Source: an optimization exercise on an open RTL-to-GDS flow (aim: small area, a short achievable clock period and few clock cycles per item). Production flows keep margins and buffers that such runs may drop.
Where RTL was checked, it was by simulation tests only, not by an equivalence proof against the original.
No activity file was given, so power comes from the tool's default toggle rates.

v6:
==> flow/design.v (excerpt) <==
module tophat_subtract #(
    parameter int DATA_WIDTH = 16,
    parameter int LAG        = 35,
    parameter int DEPTH      = 128,
    localparam int PTR_W     = (DEPTH > 1) ? $clog2(DEPTH) : 1,
    localparam int CNT_W     = $clog2(DEPTH + 1),
    localparam int DROP_W    = $clog2(LAG + 2)
) (
    input  logic                  clk,
    input  logic                  areset,
    input  logic [DATA_WIDTH-1:0] axis_raw_tdata,
    input  logic                  axis_raw_tvalid,
    output logic                  axis_raw_tready,
    input  logic [DATA_WIDTH-1:0] axis_base_tdata,
    input  logic                  axis_base_tvalid,
    output logic                  axis_base_tready,
    output logic [DATA_WIDTH-1:0] axis_out_tdata,
    output logic                  axis_out_tvalid,
    input  logic                  axis_out_tready,
    output logic                  sat_flag
);
For scale: roughly 2,300 flip-flops, roughly 57 I/O pins, ~84,000 um2 of cells after synthesis.
export LEC_CHECK = 0
export CAP_MARGIN = 20
export CORE_MARGIN = 2
export CORE_UTILIZATION = 50
export CTS_CLUSTER_DIAMETER = 80
export CTS_CLUSTER_SIZE = 24
export SETUP_SLACK_MARGIN = 2.6
export SLEW_MARGIN = 20
export TNS_END_PERCENT = 100
create_clock -name core_clock -period 5.0 [get_ports {clk}]
standard.sh (not shown) runs the stock make flow with config.mk's settings and CLKGATE_MAP_FILE= SYNTH_SCRIPT=/design/flow/synth_recipe.tcl, a recipe that flattens the netlist after the stock synthesis.
==> flow/flow/run.sh <==
#!/bin/bash
set -euo pipefail
export MAKEFLAGS="MATCH_CELL_FOOTPRINT=0"
export BUFFER_PORTS_ARGS="-buffer_cell sky130_fd_sc_hd__buf_4"
bash standard.sh > make_finish.log 2>&1
v6 completed; timing, DRC and antenna clean
Testbench counts of v6, summed over its fixed seeds: cycles 2,704, items 2,400.
Changes in v7 relative to v6:
--- a/flow/config.mk
+++ b/flow/config.mk
@@ -13 +13 @@
-export SETUP_SLACK_MARGIN = 2.6
+export SETUP_SLACK_MARGIN = 2.7
Findings:
Of v7 and v6, the run reporting the lower combined buffer and inverter count along the critical path was v6. Multi-input logic area: v7 vs v6 up 1.2%. Worst setup slack in v7 is 0.048 ns higher than in v6. Between v7 and v6, total stage count of the critical path is lower for v7, v6 comes in above that. Number of buffers inserted by post-CTS setup repair (v7 over v6): increase, 10. Power consumption: v7 and v6 compared, lower one is v6. Changes observed in v7 relative to v6: endpoint required time on the critical path now sits lower; wire length of the first global-routing pass +2.5 mm; detailed route wirelength on metal3 went up about 4%. Diff v6..v7 | number of primary I/O pins | unchanged. For clock network area share, v7 and v6 come out practically identical.

tophat_subtract again, from the RTL that the note above started with.
Design tophat_subtract, start of the top module:
module tophat_subtract #(
    parameter int DATA_WIDTH = 16,
    parameter int LAG        = 35,
    parameter int DEPTH      = 128,
    localparam int PTR_W     = (DEPTH > 1) ? $clog2(DEPTH) : 1,
    localparam int CNT_W     = $clog2(DEPTH + 1),
    localparam int DROP_W    = $clog2(LAG + 2)
) (
    input  logic                  clk,
    input  logic                  areset,
    input  logic [DATA_WIDTH-1:0] axis_raw_tdata,
    input  logic                  axis_raw_tvalid,
    output logic                  axis_raw_tready,
    input  logic [DATA_WIDTH-1:0] axis_base_tdata,
    input  logic                  axis_base_tvalid,
    output logic                  axis_base_tready,
    output logic [DATA_WIDTH-1:0] axis_out_tdata,
    output logic                  axis_out_tvalid,
    input  logic                  axis_out_tready,
    output logic                  sat_flag
);
export LEC_CHECK = 0
export CAP_MARGIN = 20
export CORE_MARGIN = 2
export CORE_UTILIZATION = 62
export CTS_CLUSTER_DIAMETER = 80
export CTS_CLUSTER_SIZE = 24
export SETUP_SLACK_MARGIN = 2.7
export SLEW_MARGIN = 20
export TNS_END_PERCENT = 100
create_clock -name core_clock -period 5.0 [get_ports {clk}]
Scripts as last shown in full above: flow/flow/run.sh
The starting point produced a clean layout.
Testbench counts at the start, summed over its fixed seeds: cycles 2,704, items 2,400.
Rerun with:
--- a/flow/config.mk
+++ b/flow/config.mk
@@ -9,3 +9,3 @@
 export CORE_MARGIN = 2
-export CORE_UTILIZATION = 62
+export CORE_UTILIZATION = 56
 export CTS_CLUSTER_DIAMETER = 80
After rerunning: Die area is higher by 11%; via count shrinks by 0.31%; clock-buffer cell count drops by 5; power hardly moves; area after synthesis does not change; setup slack is better by 18 ps; routed wire length goes up by 1.3%; register-to-register slack improves by 90 ps.
Rerun with:
--- a/flow/config.mk
+++ b/flow/config.mk
@@ -9,6 +9,6 @@
 export CORE_MARGIN = 2
-export CORE_UTILIZATION = 56
+export CORE_UTILIZATION = 50
 export CTS_CLUSTER_DIAMETER = 80
 export CTS_CLUSTER_SIZE = 24
-export SETUP_SLACK_MARGIN = 2.7
+export SETUP_SLACK_MARGIN = 2.9
 export SLEW_MARGIN = 20
Outcome: First-iteration DRC count climbs by about a fifth; die area rises by roughly a tenth; non-clock buffer count went up by 63; global-route usage fell by 3.4 points; combinational power came out higher by roughly a tenth; hold slack gets better by 35 ps; via count rises slightly; worst setup slack degrades by 36 ps; synthesized area is unchanged.

Another version of the RTL of tophat_subtract (not shown whole).
Size: roughly 4,500 cells after synthesis, ~2,300 flip-flops, about 57 I/O pins, roughly 84,000 µm² of cells after synthesis.
// tophat_subtract
module tophat_subtract #(
    parameter int DATA_WIDTH = 16,
    parameter int LAG        = 35,
    parameter int DEPTH      = 128,
    localparam int PTR_W     = (DEPTH > 1) ? $clog2(DEPTH) : 1,
    localparam int CNT_W     = $clog2(DEPTH + 1),
    localparam int DROP_W    = $clog2(LAG + 2)
) (
    input  logic                  clk,
    input  logic                  areset,
    input  logic [DATA_WIDTH-1:0] axis_raw_tdata,
    input  logic                  axis_raw_tvalid,
    output logic                  axis_raw_tready,
    input  logic [DATA_WIDTH-1:0] axis_base_tdata,
    input  logic                  axis_base_tvalid,
    output logic                  axis_base_tready,
    output logic [DATA_WIDTH-1:0] axis_out_tdata,
    output logic                  axis_out_tvalid,
    input  logic                  axis_out_tready,
    output logic                  sat_flag
);
clock: 5.0 ns
lec_check: 0
cap_margin: 20
core_margin: 2
core_utilization: 50
cts_cluster_diameter: 80
cts_cluster_size: 24
setup_slack_margin: 1.5
slew_margin: 20
tns_end_percent: 5
run.sh (not shown) runs the stock make flow with config.mk's settings and CLKGATE_MAP_FILE= SYNTH_SCRIPT=/design/flow/synth_recipe.tcl, a recipe that flattens the netlist after the stock synthesis.
Stock flow here: none of the scripts above is used.
Testbench counts at the start, summed over its fixed seeds: cycles 2,704, items 2,400.
Change:
--- a/flow/config.mk
+++ b/flow/config.mk
@@ -11,5 +11,5 @@
 export CTS_CLUSTER_DIAMETER = 80
 export CTS_CLUSTER_SIZE = 24
-export SETUP_SLACK_MARGIN = 1.5
+export SETUP_SLACK_MARGIN = 2.5
 export SLEW_MARGIN = 20
 export TNS_END_PERCENT = 5
The changed run went through all stages and came out clean; total power barely changes; worst setup slack improves by 360 ps; via count shrinks by 0.35%.

east:
The RTL this note starts from:
==> flow/design.v <==
module tophat_subtract #(
    parameter int DATA_WIDTH = 16,
    parameter int LAG        = 35,
    parameter int DEPTH      = 128,
    localparam int PTR_W     = (DEPTH > 1) ? $clog2(DEPTH) : 1,
    localparam int CNT_W     = $clog2(DEPTH + 1),
    localparam int DROP_W    = $clog2(LAG + 2)
) (
    input  logic                  clk,
    input  logic                  areset,
    input  logic [DATA_WIDTH-1:0] axis_raw_tdata,
    input  logic                  axis_raw_tvalid,
    output logic                  axis_raw_tready,
    input  logic [DATA_WIDTH-1:0] axis_base_tdata,
    input  logic                  axis_base_tvalid,
    output logic                  axis_base_tready,
    output logic [DATA_WIDTH-1:0] axis_out_tdata,
    output logic                  axis_out_tvalid,
    input  logic                  axis_out_tready,
    output logic                  sat_flag
);
    localparam int                NENT     = DEPTH - 1;
    localparam int                NLO      = 8;                         
    localparam int                NHI      = (NENT + NLO - 1) / NLO;    
    localparam int                LAST_LO  = NENT - 1 - (NHI - 1) * NLO;
    localparam logic [PTR_W-1:0]  HOLD_MAX = PTR_W'(NENT);
    localparam logic [DROP_W-1:0] LAG_C    = DROP_W'(LAG);
    logic [DATA_WIDTH-1:0] mem [NENT];
    logic [NLO-1:0]        wr_lo;
    logic [NHI-1:0]        wr_hi;
    logic [NENT-1:0]       rd_oh;
    logic [PTR_W-1:0]      held;           
    logic [DROP_W-1:0]     drop_cnt;
    logic                  warm;           
    logic                  raw_rdy, base_rdy;
    logic                  p1_v;
    logic [DATA_WIDTH-1:0] p1_raw, p1_base;
    logic                  d_v, d_ovf;
    logic [DATA_WIDTH-1:0] d_diff;
    logic                  s_v, s_sat;
    logic [DATA_WIDTH-1:0] s_data;
    logic                  o_v, o_sat;
    logic [DATA_WIDTH-1:0] o_data;
    logic                  sticky;
    assign axis_raw_tready  = raw_rdy;
    assign axis_base_tready = base_rdy;
    assign axis_out_tdata   = o_data;
    assign axis_out_tvalid  = o_v;
    assign sat_flag         = o_sat;
    logic raw_hs, base_hs, pair, drop;
    assign raw_hs  = axis_raw_tvalid && raw_rdy;
    assign base_hs = axis_base_tvalid && base_rdy;
    assign pair    = base_hs && !warm;
    assign drop    = base_hs && warm;
    function automatic logic lo_wrap(input logic [NLO-1:0] lo, input logic [NHI-1:0] hi);
        lo_wrap = lo[NLO-1] || (lo[LAST_LO] && hi[NHI-1]);
    endfunction
    localparam int NGRP  = 32;
    localparam int NPART = (NENT + NGRP - 1) / NGRP;
    logic [NENT-1:0]       rd_oh_n;
    logic [DATA_WIDTH-1:0] rd_part [NPART];
    logic [DATA_WIDTH-1:0] byp_data;
    logic                  byp_sel, byp_sel_n;
    logic [DATA_WIDTH-1:0] rd_data;
    assign rd_oh_n = pair ? {rd_oh[NENT-2:0], rd_oh[NENT-1]} : rd_oh;
    logic [DATA_WIDTH-1:0] rd_part_n [NPART];
    always_comb begin
        for (int k = 0; k < NPART; k++) rd_part_n[k] = '0;
        for (int i = 0; i < NENT; i++) begin
            rd_part_n[i / NGRP] = rd_part_n[i / NGRP] | ({DATA_WIDTH{rd_oh_n[i]}} & mem[i]);
        end
    end
    always_ff @(posedge clk) begin
        for (int k = 0; k < NPART; k++) rd_part[k] <= rd_part_n[k];
        byp_data <= axis_raw_tdata;
    end
    always_comb begin
        rd_data = '0;
        for (int k = 0; k < NPART; k++) rd_data = rd_data | rd_part[k];
        if (byp_sel) rd_data = byp_data;
    end
    logic [DATA_WIDTH-1:0] diff;
    logic                  ovf;
    assign diff = p1_raw - p1_base;
    assign ovf  = (p1_raw[DATA_WIDTH-1] ^ p1_base[DATA_WIDTH-1]) &&
                  (p1_raw[DATA_WIDTH-1] ^ diff[DATA_WIDTH-1]);
    logic [DATA_WIDTH-1:0] res;
    assign res = d_ovf ? {d_diff[DATA_WIDTH-1] ? 1'b0 : 1'b1,
                          {(DATA_WIDTH-1){d_diff[DATA_WIDTH-1]}}} : d_diff;
    logic o_free;
    assign o_free = !o_v || axis_out_tready;
    logic [PTR_W-1:0] held_inc, held_dec, held_n;
    logic             raw_rdy_n, nz_n;
    logic             warm_n, p1_v_n, s_v_n;
    assign held_inc = held + 1'b1;
    assign held_dec = held - 1'b1;
    always_comb begin
        case ({raw_hs, pair})
            2'b10: begin
                held_n    = held_inc;
                byp_sel_n = held == '0;
                raw_rdy_n = held != HOLD_MAX - 1'b1;
                nz_n      = 1'b1;
            end
            2'b01: begin
                held_n    = held_dec;
                byp_sel_n = 1'b0;
                raw_rdy_n = 1'b1;
                nz_n      = held != PTR_W'(1);
            end
            2'b11: begin
                held_n    = held;
                raw_rdy_n = held != HOLD_MAX;
                nz_n      = held != '0;
                byp_sel_n = held == PTR_W'(1);
            end
            default: begin
                held_n    = held;
                byp_sel_n = 1'b0;
                raw_rdy_n = held != HOLD_MAX;
                nz_n      = held != '0;
            end
        endcase
        warm_n = warm && !(drop && drop_cnt == LAG_C - 1'b1);
        p1_v_n = pair || (p1_v && s_v);
        s_v_n  = !o_free && (s_v || d_v);
    end
    always_ff @(posedge clk) begin
        for (int j = 0; j < NHI; j++) begin
            for (int i = 0; i < NLO; i++) begin
                if (j * NLO + i < NENT) begin
                    if (raw_hs && wr_hi[j] && wr_lo[i]) mem[j * NLO + i] <= axis_raw_tdata;
                end
            end
        end
        if (pair) begin
            p1_raw  <= rd_data;
            p1_base <= axis_base_tdata;
        end
        if (!s_v) begin
            d_diff <= diff;
            d_ovf  <= ovf;
        end
        if (!o_free && !s_v && d_v) begin
            s_data <= res;
            s_sat  <= sticky || d_ovf;
        end
        if (o_free) begin
            if (s_v) begin
                o_data <= s_data;
                o_sat  <= s_sat;
            end else if (d_v) begin
                o_data <= res;
                o_sat  <= sticky || d_ovf;
            end
        end
    end
    always_ff @(posedge clk or posedge areset) begin
        if (areset) begin
            wr_lo    <= NLO'(1);
            wr_hi    <= NHI'(1);
            rd_oh    <= NENT'(1);
            held     <= '0;
            drop_cnt <= '0;
            warm     <= 1'b1;
            raw_rdy  <= 1'b1;
            base_rdy <= 1'b1;
            p1_v     <= 1'b0;
            d_v      <= 1'b0;
            s_v      <= 1'b0;
            o_v      <= 1'b0;
            sticky   <= 1'b0;
            byp_sel  <= 1'b0;
        end else begin
            byp_sel  <= byp_sel_n;
            if (raw_hs) begin
                wr_lo <= lo_wrap(wr_lo, wr_hi) ? NLO'(1) : {wr_lo[NLO-2:0], 1'b0};
                if (lo_wrap(wr_lo, wr_hi)) wr_hi <= {wr_hi[NHI-2:0], wr_hi[NHI-1]};
            end
            if (pair)   rd_oh <= {rd_oh[NENT-2:0], rd_oh[NENT-1]};
            if (drop)   drop_cnt <= drop_cnt + 1'b1;
            held     <= held_n;
            warm     <= warm_n;
            raw_rdy  <= raw_rdy_n;
            base_rdy <= warm_n || (nz_n && (!s_v_n || !p1_v_n));
            p1_v     <= p1_v_n;
            if (!s_v) d_v <= p1_v;
            s_v      <= s_v_n;
            o_v      <= !o_free || s_v || d_v;
            if (!s_v && d_v && d_ovf) sticky <= 1'b1;
        end
    end
endmodule
clock: 5.0 ns
lec_check: 0
cap_margin: 20
core_margin: 2
core_utilization: 50
cts_cluster_diameter: 80
cts_cluster_size: 24
slew_margin: 20
east was carried through to the last stage, and its layout satisfied the timing, DRC and antenna checks.
#### Input delta (south over east)
Settings: SETUP_SLACK_MARGIN now 2.4, previously not set; TNS_END_PERCENT now 10, previously not set.
[summary]
Compared with east, in south total setup buffers inserted after CTS increased by 320 relative to the old numbers, clock latency reported for the late side of the worst-skew pair saw little to no change, share of the yosys chip area belonging to registers has remained practically unchanged.
Function was not checked in any run of this note: the RTL went through the layout flow alone.

Setup of try-umber:
tophat_subtract, a different RTL version from the one above (not shown whole).
Size in the first run: ~4500 cells after synthesis, ~2300 flip-flops, about 57 I/O pins, ~83000 µm² of cells after synthesis.
==> flow/design.v (excerpt) <==
module tophat_subtract #(
    parameter int DATA_WIDTH = 16,
    parameter int LAG        = 35,
    parameter int DEPTH      = 128,
    localparam int PTR_W     = (DEPTH > 1) ? $clog2(DEPTH) : 1,
    localparam int CNT_W     = $clog2(DEPTH + 1),
    localparam int DROP_W    = $clog2(LAG + 2)
) (
    input  logic                  clk,
    input  logic                  areset,
    input  logic [DATA_WIDTH-1:0] axis_raw_tdata,
    input  logic                  axis_raw_tvalid,
    output logic                  axis_raw_tready,
    input  logic [DATA_WIDTH-1:0] axis_base_tdata,
    input  logic                  axis_base_tvalid,
    output logic                  axis_base_tready,
    output logic [DATA_WIDTH-1:0] axis_out_tdata,
    output logic                  axis_out_tvalid,
    input  logic                  axis_out_tready,
    output logic                  sat_flag
);
export LEC_CHECK = 0
export CAP_MARGIN = 20
export CORE_MARGIN = 2
export CORE_UTILIZATION = 50
export CTS_CLUSTER_DIAMETER = 80
export CTS_CLUSTER_SIZE = 24
export SETUP_SLACK_MARGIN = 2.5
export SLEW_MARGIN = 20
export TNS_END_PERCENT = 5
create_clock -name core_clock -period 5.0 [get_ports {clk}]
standard.sh (not shown) runs the stock make flow with config.mk's settings and CLKGATE_MAP_FILE= SYNTH_SCRIPT=/design/flow/synth_recipe.tcl, a recipe that flattens the netlist after the stock synthesis.
Scripts as last shown in full above: flow/flow/run.sh
Testbench counts of try-umber, summed over its fixed seeds: cycles 2,704, items 2,400.
For try-lagoon, these inputs were changed with respect to try-umber:
Settings: a change of SETUP_SLACK_MARGIN from 2.5 to 2.7; a change of TNS_END_PERCENT from 5 to 100.
### Flow results
try-lagoon against try-umber: peak supply drop fell by 9.0 µV; average vias per placed instance picked up an extra 0.047; post-placement setup slack moved up. Looking at path type of the worst setup path, the flip-flop to flip-flop result is from try-umber; the flip-flop to primary output one comes from try-lagoon. Fraction of met3 tracks used by global routing was lower in the run labelled try-umber. Final standard cell area without fillers on try-lagoon is behind try-umber. Looking at type of the most critical hold path, the input port to flip-flop result is from try-umber; the input port to asynchronous set/reset pin one comes from try-lagoon. try-lagoon ended up with dfstp_2 as its critical-path cell with the highest stage delay; try-umber ended up with dfrtp_4.
Inputs modified between try-lagoon and try-fjord:
Settings: changing SETUP_SLACK_MARGIN from 2.7 to 2.5; changing TNS_END_PERCENT from 100 to 5.
==> flow/run.sh (new file) <==
#!/bin/bash
# synth_recipe.tcl (not shown) runs the flow's synth.tcl, then flattens the netlist and writes it again
# the make line also repeats each setting of config.mk as NAME=value (left out here)
make -C /OpenROAD-flow-scripts/flow DESIGN_CONFIG=/design/flow/config.mk WORK_HOME=/design/flow/orfs CLKGATE_MAP_FILE= SYNTH_SCRIPT=/design/flow/synth_recipe.tcl finish
removed: flow/flow/run.sh
removed: flow/standard.sh
==> comparison <==
Compared with try-lagoon, in try-fjord part of the power in registers increased 1.1 points, first-iteration DRC count now smaller, total routing usage reported by global routing has decreased, delay of the slowest cell on the worst path now sits higher.
Between try-lagoon and try-fjord, setup fix buffers added after clock tree synthesis is lower for try-fjord, try-lagoon comes in above that.
Relative to try-lagoon, try-fjord improves worst-case hold slack.
Relative to try-lagoon, critical path depth increased by 4 in try-fjord.
try-fjord: routed via count divided by cell count about 0.45% below try-lagoon

[separate check: timing with driven ports]
Ports are ideal in the flow. The routed layouts listed here were re-timed in OpenROAD. Step 1, drivers: a clkbuf_16 drives clk and a buf_2 each remaining input, both assumed. Step 2 also shifts input and output timing later by t, the mid clock arrival at the registers, as if the neighbouring blocks saw the same clock. Three values: ideal, step 1, step 2; two values: the first two.
run | shift t [ns] | setup WS [ns] | hold slack, ns | worst setup path after step 2 | slew at the worst register clock pin (ns)
v6 | 0.855 | 2.536 / 2.461 / 2.289 | 0.310 / 0.257 / 0.478 | input to register | 0.11 / 0.11
v7 | 0.853 | 2.584 / 2.496 / 2.244 | 0.323 / 0.261 / 0.483 | input to register | 0.10 / 0.10
the first run of note 2 | 0.848 | 2.584 / 2.528 / 2.162 | 0.318 / 0.257 / 0.482 | input to register | 0.10 / 0.10
the second run of note 2 | 0.847 | 2.602 / 2.516 / 2.404 | 0.206 / 0.150 / 0.468 | input to register | 0.10 / 0.10
the third run of note 2 | 0.847 | 2.566 / 2.481 / 2.300 | 0.240 / 0.178 / 0.466 | input to register | 0.10 / 0.10
the first run of note 3 | 0.870 | 1.836 / 1.729 / 0.859 | 0.433 / 0.377 / 0.467 | input to register | 0.11 / 0.11
the second run of note 3 | 0.871 | 2.192 / 2.083 / 1.212 | 0.431 / 0.376 / 0.467 | input to register | 0.10 / 0.10
east | 0.859 | 1.037 / 1.094 / 0.235 | 0.474 / 0.474 / 0.474 | input to register | 0.10 / 0.10
south | 0.859 | 1.856 / 1.871 / 1.054 | 0.482 / 0.482 / 0.482 | input to register | 0.10 / 0.10
try-umber | 0.848 | 2.356 / 2.356 / 1.919 | 0.318 / 0.263 / 0.470 | input to register | 0.10 / 0.10
try-lagoon | 0.850 | 2.557 / 2.478 / 2.293 | 0.265 / 0.209 / 0.467 | input to register | 0.10 / 0.10
try-fjord | 0.853 | 2.316 / 2.241 / 1.643 | 0.483 / 0.483 / 0.483 | input to register | 0.10 / 0.10
After both steps setup and hold are still met in every run listed. For the second run of note 3, which loses most, drivers alone change the setup slack by -0.109 ns; drivers and shift together by -0.980 ns.
